What follows belongs to an exercise in optimizing a design on an open flow for small area, a short achievable clock period and few clock cycles; a production flow would make more cautious choices. At most, simulation tests tie the RTL to the original design; equivalence was not proved. Power and IR drop assume default switching activity.

==> inputs of build 96 <==
Design md_unit_iter, start of the top module:
module md_unit_iter #(
    parameter int WIDTH   = 32,
    parameter int MUL_LAT = 5
) (
    input  logic             clk,
    input  logic             reset,
    input  logic             start,
    input  logic [3:0]       op,
    input  logic [WIDTH-1:0] rs_val,
    input  logic [WIDTH-1:0] rt_val,
    input  logic             flush,
    output logic             busy,
    output logic             done,
    output logic [WIDTH-1:0] hi,
    output logic [WIDTH-1:0] lo
);
clock: 13.0 ns
lec_check: 0
cap_margin: 20
core_margin: 2
core_utilization: 40
slew_margin: 20
standard.sh (not shown) runs the stock make flow with config.mk's settings and CLKGATE_MAP_FILE= SYNTH_SCRIPT=/design/flow/synth_recipe.tcl, a recipe that flattens the netlist after the stock synthesis.
==> flow/flow/run.sh <==
#!/bin/bash
set -euo pipefail
MARGIN=$(cat flow/margin.txt)
bash standard.sh SETUP_SLACK_MARGIN=$MARGIN REMOVE_ABC_BUFFERS=1 TNS_END_PERCENT=0 ABC_AREA=1 \
    "BUFFER_PORTS_ARGS=-buffer_cell sky130_fd_sc_hd__buf_4" finish > standard_make.log 2>&1
==> flow/flow/margin.txt <==
9.0
==> trial 62: changes against build 96 <==
--- a/flow/design.v
+++ b/flow/design.v
@@ -14,14 +14,15 @@
     output logic [WIDTH-1:0] hi,
     output logic [WIDTH-1:0] lo
 );
     localparam logic [63:0] KOFF = 64'hAAAAAAAC00000000;
     localparam logic [34:0] KROW = 35'(KOFF >> 34);
     logic        st_mul, st_mfin, st_dprep, st_diter;
     logic        busy_q, done_q;
+    logic        idle_q;                  
     logic [31:0] hi_q, lo_q;
     logic [2:0]  mstep;                   
     logic [2:0]  acc_s;                   
     logic [5:0]  dcnt;                    
     logic        d_lastq;                 
     logic [32:0] xr;
     logic [34:0] ysh;
@@ -32,15 +33,15 @@
     logic        cy;                      
     logic in_mul, in_div, in_sgn, accept;
     always_comb begin
         in_mul = (op[3] == 1'b0) && (op[2] || !op[1]);
         in_div = (op[3:1] == 3'b001);
         in_sgn = (op[3] == 1'b0) && (op[0] == 1'b0);
     end
-    assign accept = start && !flush && !busy_q;
+    assign accept = start && !flush && idle_q;
     logic [34:0] xe, x2;
     assign xe = {xr[32], xr[32], xr};
     assign x2 = {xr[32], xr, 1'b0};
     logic [34:0] rw0, rw1, rw2, rw3, rw4, rw5, sel5;
     logic [5:0]  nb;
     function automatic logic [34:0] brow(input logic one, input logic two, input logic ng,
                                          input logic [34:0] x1, input logic [34:0] x2);
@@ -581,39 +582,29 @@
         if (v4[1])
             clz32 = {2'b00, p4[7:4]};
         else if (v4[0])
             clz32 = {2'b01, p4[3:0]};
         else
             clz32 = 6'd32;
     endfunction
-    function automatic logic [31:0] smear(input logic [31:0] v);
-        logic [31:0] m;
-        m = v;
-        m = m | (m >> 1);
-        m = m | (m >> 2);
-        m = m | (m >> 4);
-        m = m | (m >> 8);
-        m = m | (m >> 16);
-        smear = m;
-    endfunction
     logic        q_neg, i_an, i_bn;
-    logic [31:0] a_raw, b_raw, ita, itb, ima, isa;
+    logic [31:0] a_raw, b_raw, ita, itb;
     logic [5:0]  za_q, zb_q, s_est;
-    logic        bz_q, qz_q, d_fast;
+    logic [6:0]  s_full;
+    logic        bz_q, d_fast;
     assign a_raw  = xr[31:0];
     assign b_raw  = ysh[32:1];
     assign q_neg  = a_neg ^ b_neg;
-    assign i_an   = in_sgn & rs_val[31];
-    assign i_bn   = in_sgn & rt_val[31];
+    assign i_an   = ~op[0] & rs_val[31];
+    assign i_bn   = ~op[0] & rt_val[31];
     assign ita    = rs_val ^ {32{i_an}};           
     assign itb    = rt_val ^ {32{i_bn}};           
-    assign ima    = smear(ita);
-    assign isa    = i_an ? {ima[30:0], 1'b1} : ima;
-    assign s_est  = zb_q - za_q + 6'(a_neg);       
-    assign d_fast = bz_q | qz_q;
+    assign s_full = 7'(zb_q) - 7'(za_q) + 7'(a_neg);
+    assign s_est  = s_full[5:0];
+    assign d_fast = bz_q | s_full[6];
     logic [34:0] dt, r_nx;
     logic        dz, d_take;
     logic [31:0] q_nx, qm_nx;
     assign dt     = pa + pb + 35'(f_dsub);
     assign dz     = (((pa ^ pb) ^ {(pa[33:0] | pb[33:0]), f_dsub}) == 35'd0);
     assign d_take = a_neg ? (dt[34] | dz) : ~dt[34];
     assign r_nx   = d_take ? dt : pa;
@@ -622,38 +613,42 @@
     logic fin_m, fin_df, fin_dl, fin;
     assign fin_m  = st_mfin;
     assign fin_df = st_dprep & d_fast;
     assign fin_dl = st_diter & d_lastq;
     assign fin    = !flush & (fin_m | fin_df | fin_dl);
     logic        wr_hi, wr_lo, st_idle;
     logic [31:0] hi_d, lo_d;
-    assign st_idle = !busy_q;
-    assign wr_hi = !flush & ((accept & (op == 4'd8)) | fin_m | fin_df | fin_dl);
-    assign wr_lo = !flush & ((accept & (op == 4'd9)) | fin_m | fin_df | fin_dl);
+    logic        fin_any;
+    assign st_idle = idle_q;
+    assign fin_any = fin_m | fin_df | fin_dl;
+    assign wr_hi = !flush & ((start & idle_q & (op == 4'd8)) | fin_any);
+    assign wr_lo = !flush & ((start & idle_q & (op == 4'd9)) | fin_any);
     assign hi_d  = ({32{st_idle}} & rs_val) | ({32{fin_m}} & mres[39:8]) |
                    ({32{fin_df}} & a_raw) | ({32{fin_dl}} & r_nx[31:0]);
     assign lo_d  = ({32{st_idle}} & rs_val) | ({32{fin_m}} & {mres[7:0], ysh[34:11]}) |
                    ({32{fin_df & bz_q}}) | ({32{fin_dl}} & (q_neg ? ~qm_nx : q_nx));
     always_ff @(posedge clk or negedge reset) begin
         if (!reset) begin
             st_mul   <= 1'b0;
             st_mfin  <= 1'b0;
             st_dprep <= 1'b0;
             st_diter <= 1'b0;
             busy_q   <= 1'b0;
+            idle_q   <= 1'b1;
             done_q   <= 1'b0;
             hi_q     <= '0;
             lo_q     <= '0;
         end else begin
             done_q   <= fin;
             st_mul   <= !flush & ((accept & in_mul) | (st_mul & !mstep[2]));
             st_mfin  <= !flush & st_mul & mstep[2];
             st_dprep <= !flush & accept & in_div;
             st_diter <= !flush & ((st_dprep & !d_fast) | (st_diter & !d_lastq));
             busy_q   <= !flush & ((accept & (in_mul | in_div)) | (busy_q & !fin));
+            idle_q   <= flush | !((accept & (in_mul | in_div)) | (busy_q & !fin));
             if (wr_hi)
                 hi_q <= hi_d;
             if (wr_lo)
                 lo_q <= lo_d;
         end
     end
     logic [12:0] g_next;
@@ -679,15 +674,14 @@
         acc_s <= st_idle ? {2'b0, op[2]} : {acc_s[1:0], 1'b0};
         dcnt  <= st_dprep ? s_est : dcnt - 6'd1;
         d_lastq <= st_dprep ? (s_est == 6'd0) : (dcnt == 6'd1);
         if (st_idle) begin
             za_q   <= clz32(ita);
             zb_q   <= clz32(itb);
             bz_q   <= (rt_val == 32'd0);
-            qz_q   <= |(itb & ~isa);
             f_sub  <= op[2] & op[1];
             f_dsub <= ~(in_sgn & (rs_val[31] ^ rt_val[31]));
             a_neg  <= in_div & in_sgn & rs_val[31];
             b_neg  <= in_div & in_sgn & rt_val[31];
         end
     end
     assign busy = busy_q;
==> flow/flow/margin.txt (replaced) <==
9.3
==> flow/config.mk (replaced) <==
export PLATFORM = sky130hd
export DESIGN_NAME = md_unit_iter
export DESIGN_NICKNAME = md_unit_iter
export VERILOG_FILES = /design/flow/design.v
export SDC_FILE = /design/flow/constraint.sdc
export NUM_CORES = 4
export LEC_CHECK = 0
export CAP_MARGIN = 20
export CORE_MARGIN = 2
export CORE_UTILIZATION = 50
export SLEW_MARGIN = 20
==> trial 14: changes against build 96 <==
--- a/flow/design.v
+++ b/flow/design.v
@@ -12,15 +12,15 @@
     output logic             busy,
     output logic             done,
     output logic [WIDTH-1:0] hi,
     output logic [WIDTH-1:0] lo
 );
     localparam logic [63:0] KOFF = 64'hAAAAAAAC00000000;
     localparam logic [34:0] KROW = 35'(KOFF >> 34);
-    logic        st_mul, st_mfin, st_dprep, st_diter;
+    logic        st_mul, st_mfin, st_dprep, st_dalgn, st_diter;
     logic        busy_q, done_q;
     logic [31:0] hi_q, lo_q;
     logic [2:0]  mstep;                   
     logic [2:0]  acc_s;                   
     logic [5:0]  dcnt;                    
     logic        d_lastq;                 
     logic [32:0] xr;
@@ -591,29 +591,31 @@
         m = m | (m >> 1);
         m = m | (m >> 2);
         m = m | (m >> 4);
         m = m | (m >> 8);
         m = m | (m >> 16);
         smear = m;
     endfunction
-    logic        q_neg, i_an, i_bn;
-    logic [31:0] a_raw, b_raw, ita, itb, ima, isa;
-    logic [5:0]  za_q, zb_q, s_est;
-    logic        bz_q, qz_q, d_fast;
+    logic        q_neg;
+    logic [31:0] a_raw, b_raw, ta, tb, ma, sa;
+    logic [5:0]  za, zb, s_est;
+    logic        b_zero, q_zero, d_fast;
     assign a_raw  = xr[31:0];
     assign b_raw  = ysh[32:1];
     assign q_neg  = a_neg ^ b_neg;
-    assign i_an   = in_sgn & rs_val[31];
-    assign i_bn   = in_sgn & rt_val[31];
-    assign ita    = rs_val ^ {32{i_an}};           
-    assign itb    = rt_val ^ {32{i_bn}};           
-    assign ima    = smear(ita);
-    assign isa    = i_an ? {ima[30:0], 1'b1} : ima;
-    assign s_est  = zb_q - za_q + 6'(a_neg);       
-    assign d_fast = bz_q | qz_q;
+    assign ta     = a_raw ^ {32{a_neg}};           
+    assign tb     = b_raw ^ {32{b_neg}};           
+    assign za     = clz32(ta);
+    assign zb     = clz32(tb);
+    assign s_est  = zb - za + 6'(a_neg);           
+    assign ma     = smear(ta);
+    assign sa     = a_neg ? {ma[30:0], 1'b1} : ma;
+    assign q_zero = |(tb & ~sa);
+    assign b_zero = (b_raw == 32'd0);
+    assign d_fast = b_zero | q_zero;
     logic [34:0] dt, r_nx;
     logic        dz, d_take;
     logic [31:0] q_nx, qm_nx;
     assign dt     = pa + pb + 35'(f_dsub);
     assign dz     = (((pa ^ pb) ^ {(pa[33:0] | pb[33:0]), f_dsub}) == 35'd0);
     assign d_take = a_neg ? (dt[34] | dz) : ~dt[34];
     assign r_nx   = d_take ? dt : pa;
@@ -628,66 +630,65 @@
     logic [31:0] hi_d, lo_d;
     assign st_idle = !busy_q;
     assign wr_hi = !flush & ((accept & (op == 4'd8)) | fin_m | fin_df | fin_dl);
     assign wr_lo = !flush & ((accept & (op == 4'd9)) | fin_m | fin_df | fin_dl);
     assign hi_d  = ({32{st_idle}} & rs_val) | ({32{fin_m}} & mres[39:8]) |
                    ({32{fin_df}} & a_raw) | ({32{fin_dl}} & r_nx[31:0]);
     assign lo_d  = ({32{st_idle}} & rs_val) | ({32{fin_m}} & {mres[7:0], ysh[34:11]}) |
-                   ({32{fin_df & bz_q}}) | ({32{fin_dl}} & (q_neg ? ~qm_nx : q_nx));
+                   ({32{fin_df & b_zero}}) | ({32{fin_dl}} & (q_neg ? ~qm_nx : q_nx));
     always_ff @(posedge clk or negedge reset) begin
         if (!reset) begin
             st_mul   <= 1'b0;
             st_mfin  <= 1'b0;
             st_dprep <= 1'b0;
+            st_dalgn <= 1'b0;
             st_diter <= 1'b0;
             busy_q   <= 1'b0;
             done_q   <= 1'b0;
             hi_q     <= '0;
             lo_q     <= '0;
         end else begin
             done_q   <= fin;
             st_mul   <= !flush & ((accept & in_mul) | (st_mul & !mstep[2]));
             st_mfin  <= !flush & st_mul & mstep[2];
             st_dprep <= !flush & accept & in_div;
-            st_diter <= !flush & ((st_dprep & !d_fast) | (st_diter & !d_lastq));
+            st_dalgn <= !flush & st_dprep & !d_fast;
+            st_diter <= !flush & (st_dalgn | (st_diter & !d_lastq));
             busy_q   <= !flush & ((accept & (in_mul | in_div)) | (busy_q & !fin));
             if (wr_hi)
                 hi_q <= hi_d;
             if (wr_lo)
                 lo_q <= lo_d;
         end
     end
     logic [12:0] g_next;
     logic [34:0] pb_al;
     assign g_next = ysh[24:12];
-    assign pb_al  = ({{3{b_neg}}, b_raw} << s_est) ^ {35{f_dsub}};
+    assign pb_al  = (pb << dcnt) | ({35{f_dsub}} & ~({35{1'b1}} << dcnt));
     always_ff @(posedge clk) begin
         cs <= sum_v[11:0];
         cc <= car_v[11:0];
         cy <= st_mul & !mstep[0] & piece[12];
         pa <= ({35{st_mul}} & {1'b0, sum_v[45:12]}) | ({35{st_dprep}} & {{3{a_neg}}, a_raw}) |
-              ({35{st_diter}} & r_nx);
+              ({35{st_dalgn}} & pa) | ({35{st_diter}} & r_nx);
         pb <= ({35{st_mul}} & {1'b0, car_v[45:12]}) |
-              ({35{st_dprep}} & pb_al) | ({35{st_diter}} & {pb[34], pb[34:1]});
+              ({35{st_dprep}} & ({{3{b_neg}}, b_raw} ^ {35{f_dsub}})) |
+              ({35{st_dalgn}} & pb_al) | ({35{st_diter}} & {pb[34], pb[34:1]});
         ysh <= ({35{st_idle}} & {{2{in_sgn & rt_val[31]}}, rt_val, 1'b0}) |
                ({35{st_mul}} & {mstep[0] ? {12{ysh[34]}} : piece[11:0], ysh[34:12]}) |
                ({35{st_diter}} & {3'b0, q_nx});
         xr <= ({33{st_idle}} & {in_sgn & rs_val[31], rs_val}) | ({33{st_mul}} & xr) |
-              {33{st_dprep}} | ({33{st_diter}} & {1'b0, qm_nx});
+              {33{st_dprep | st_dalgn}} | ({33{st_diter}} & {1'b0, qm_nx});
         {b_ng, b_two, b_one} <= st_idle ? benc({rt_val[11:0], 1'b0}, op[2] & op[1])
                                         : benc(g_next, f_sub);
         mstep <= st_idle ? 3'b001 : {mstep[1:0], 1'b0};
         acc_s <= st_idle ? {2'b0, op[2]} : {acc_s[1:0], 1'b0};
-        dcnt  <= st_dprep ? s_est : dcnt - 6'd1;
-        d_lastq <= st_dprep ? (s_est == 6'd0) : (dcnt == 6'd1);
+        dcnt  <= st_dprep ? s_est : st_dalgn ? dcnt : dcnt - 6'd1;
+        d_lastq <= st_dalgn ? (dcnt == 6'd0) : (dcnt == 6'd1);
         if (st_idle) begin
-            za_q   <= clz32(ita);
-            zb_q   <= clz32(itb);
-            bz_q   <= (rt_val == 32'd0);
-            qz_q   <= |(itb & ~isa);
             f_sub  <= op[2] & op[1];
             f_dsub <= ~(in_sgn & (rs_val[31] ^ rt_val[31]));
             a_neg  <= in_div & in_sgn & rs_val[31];
             b_neg  <= in_div & in_sgn & rt_val[31];
         end
     end
     assign busy = busy_q;
==> notes <==
Trial 14 completed without violations. Build 96 completed with no timing, DRC or antenna violations. Trial 62 went through all stages and came out clean.
Of trial 14 and trial 62, trial 62 has the higher register-to-register slack (gap 0.15 ns).
Utilization, highest first: trial 62, trial 14, build 96.
Setup slack, lowest first: build 96, trial 14, trial 62.
Via count, highest first: trial 14, build 96, trial 62.
Final cell count, lowest first: trial 62, build 96, trial 14.
Between trial 14 and build 96, the lower sequential cell count is in trial 14 (gap 13).
Between trial 62 and build 96, the lower synthesized area is in trial 62 (gap about 3%, measured against build 96).
The highest worst hold slack belongs to trial 62, the lowest to build 96.
In build 96 the die area is higher than in trial 62, by about 30%.
==> figures <==
Result of the run: trial 62 complete, no violations; trial 14 complete, no violations; build 96 complete, no violations
Number of flip-flops and latches in the synthesized netlist: trial 62 282; trial 14 269; build 96 282
Multi-input gates: trial 62 3231; trial 14 3590; build 96 3361
Fraction of cell area in non-clock buffers: trial 62 5.093%; trial 14 8.524%; build 96 5.675%
Post-Route Hold Slack: trial 62 0.4252 ns; trial 14 0.4149 ns; build 96 0.4040 ns
Arrival time of the worst setup path: trial 62 4.36 ns; trial 14 4.55 ns; build 96 4.56 ns
Number of CTS-inserted buffers: trial 62 39; trial 14 37; build 96 37
Share of final-layout standard cells stronger than drive strength 1: trial 62 9.429%; trial 14 12.50%; build 96 11.03%
Tap cells: trial 62 782; trial 14 1060; build 96 1050
Final wirelength: trial 62 149100 um; trial 14 192100 um; build 96 152000 um
Repair and plain buffers: trial 62 219; trial 14 321; build 96 251
Static Leak: trial 62 15.48 nW; trial 14 18.22 nW; build 96 16.19 nW
Placeable core area: trial 62 0.06047 mm^2; trial 14 0.08081 mm^2; build 96 0.07861 mm^2
Logic power comb: trial 62 5.59 mW; trial 14 5.82 mW; build 96 5.09 mW
Placed Cells incl. Taps: trial 62 5087; trial 14 5911; build 96 5513
Power in sequential cells: trial 62 1.43 mW; trial 14 1.40 mW; build 96 1.37 mW
Met2 track utilization from global routing: trial 62 68.06%; trial 14 63.68%; build 96 53.56%
Number of antenna violations at the first check in global routing: trial 62 9; trial 14 12; build 96 14
Worst VDD drop: trial 62 0.1724 mV; trial 14 0.1299 mV; build 96 0.1586 mV
Testbench counts of trial 62, summed over its fixed seeds: cycles 15,759.
Function not checked in build 96 and trial 14: the RTL went through the layout flow alone.

port drivers added, routing unchanged:
How much do the figures lean on ideal ports? The routed layouts below were timed once more, with nothing changed but the port constraints. Step 1 sets driving cells, clkbuf_16 on the clock port and buf_2 on the other inputs (assumed; they add their load-dependent delay and slew). Step 2 moves the port delays by t, midway between the first and last clock arrival at a register: inputs arrive t later, outputs are due t later. That takes back most of the time a late clock gives input paths. Slacks: no drivers / after step 1 / after step 2; pairs: no drivers / after step 1.
run | t, ns | setup WS [ns] | worst hold slack (ns) | worst setup path at the end | worst register clock-pin slew, ns
build 96 | 0.643 | 8.813 / 8.813 / 8.201 | 0.404 / 0.404 / 0.404 | input to register | 0.07 / 0.07
trial 62 | 0.653 | 8.972 / 8.987 / 8.351 | 0.425 / 0.425 / 0.425 | input to register | 0.07 / 0.07
trial 14 | 0.672 | 8.841 / 8.841 / 8.240 | 0.415 / 0.415 / 0.415 | input to register | 0.07 / 0.07
After both steps every run listed still meets setup and hold. For trial 62, which loses most, drivers alone change the setup slack by +0.015 ns; drivers and shift together by -0.621 ns.
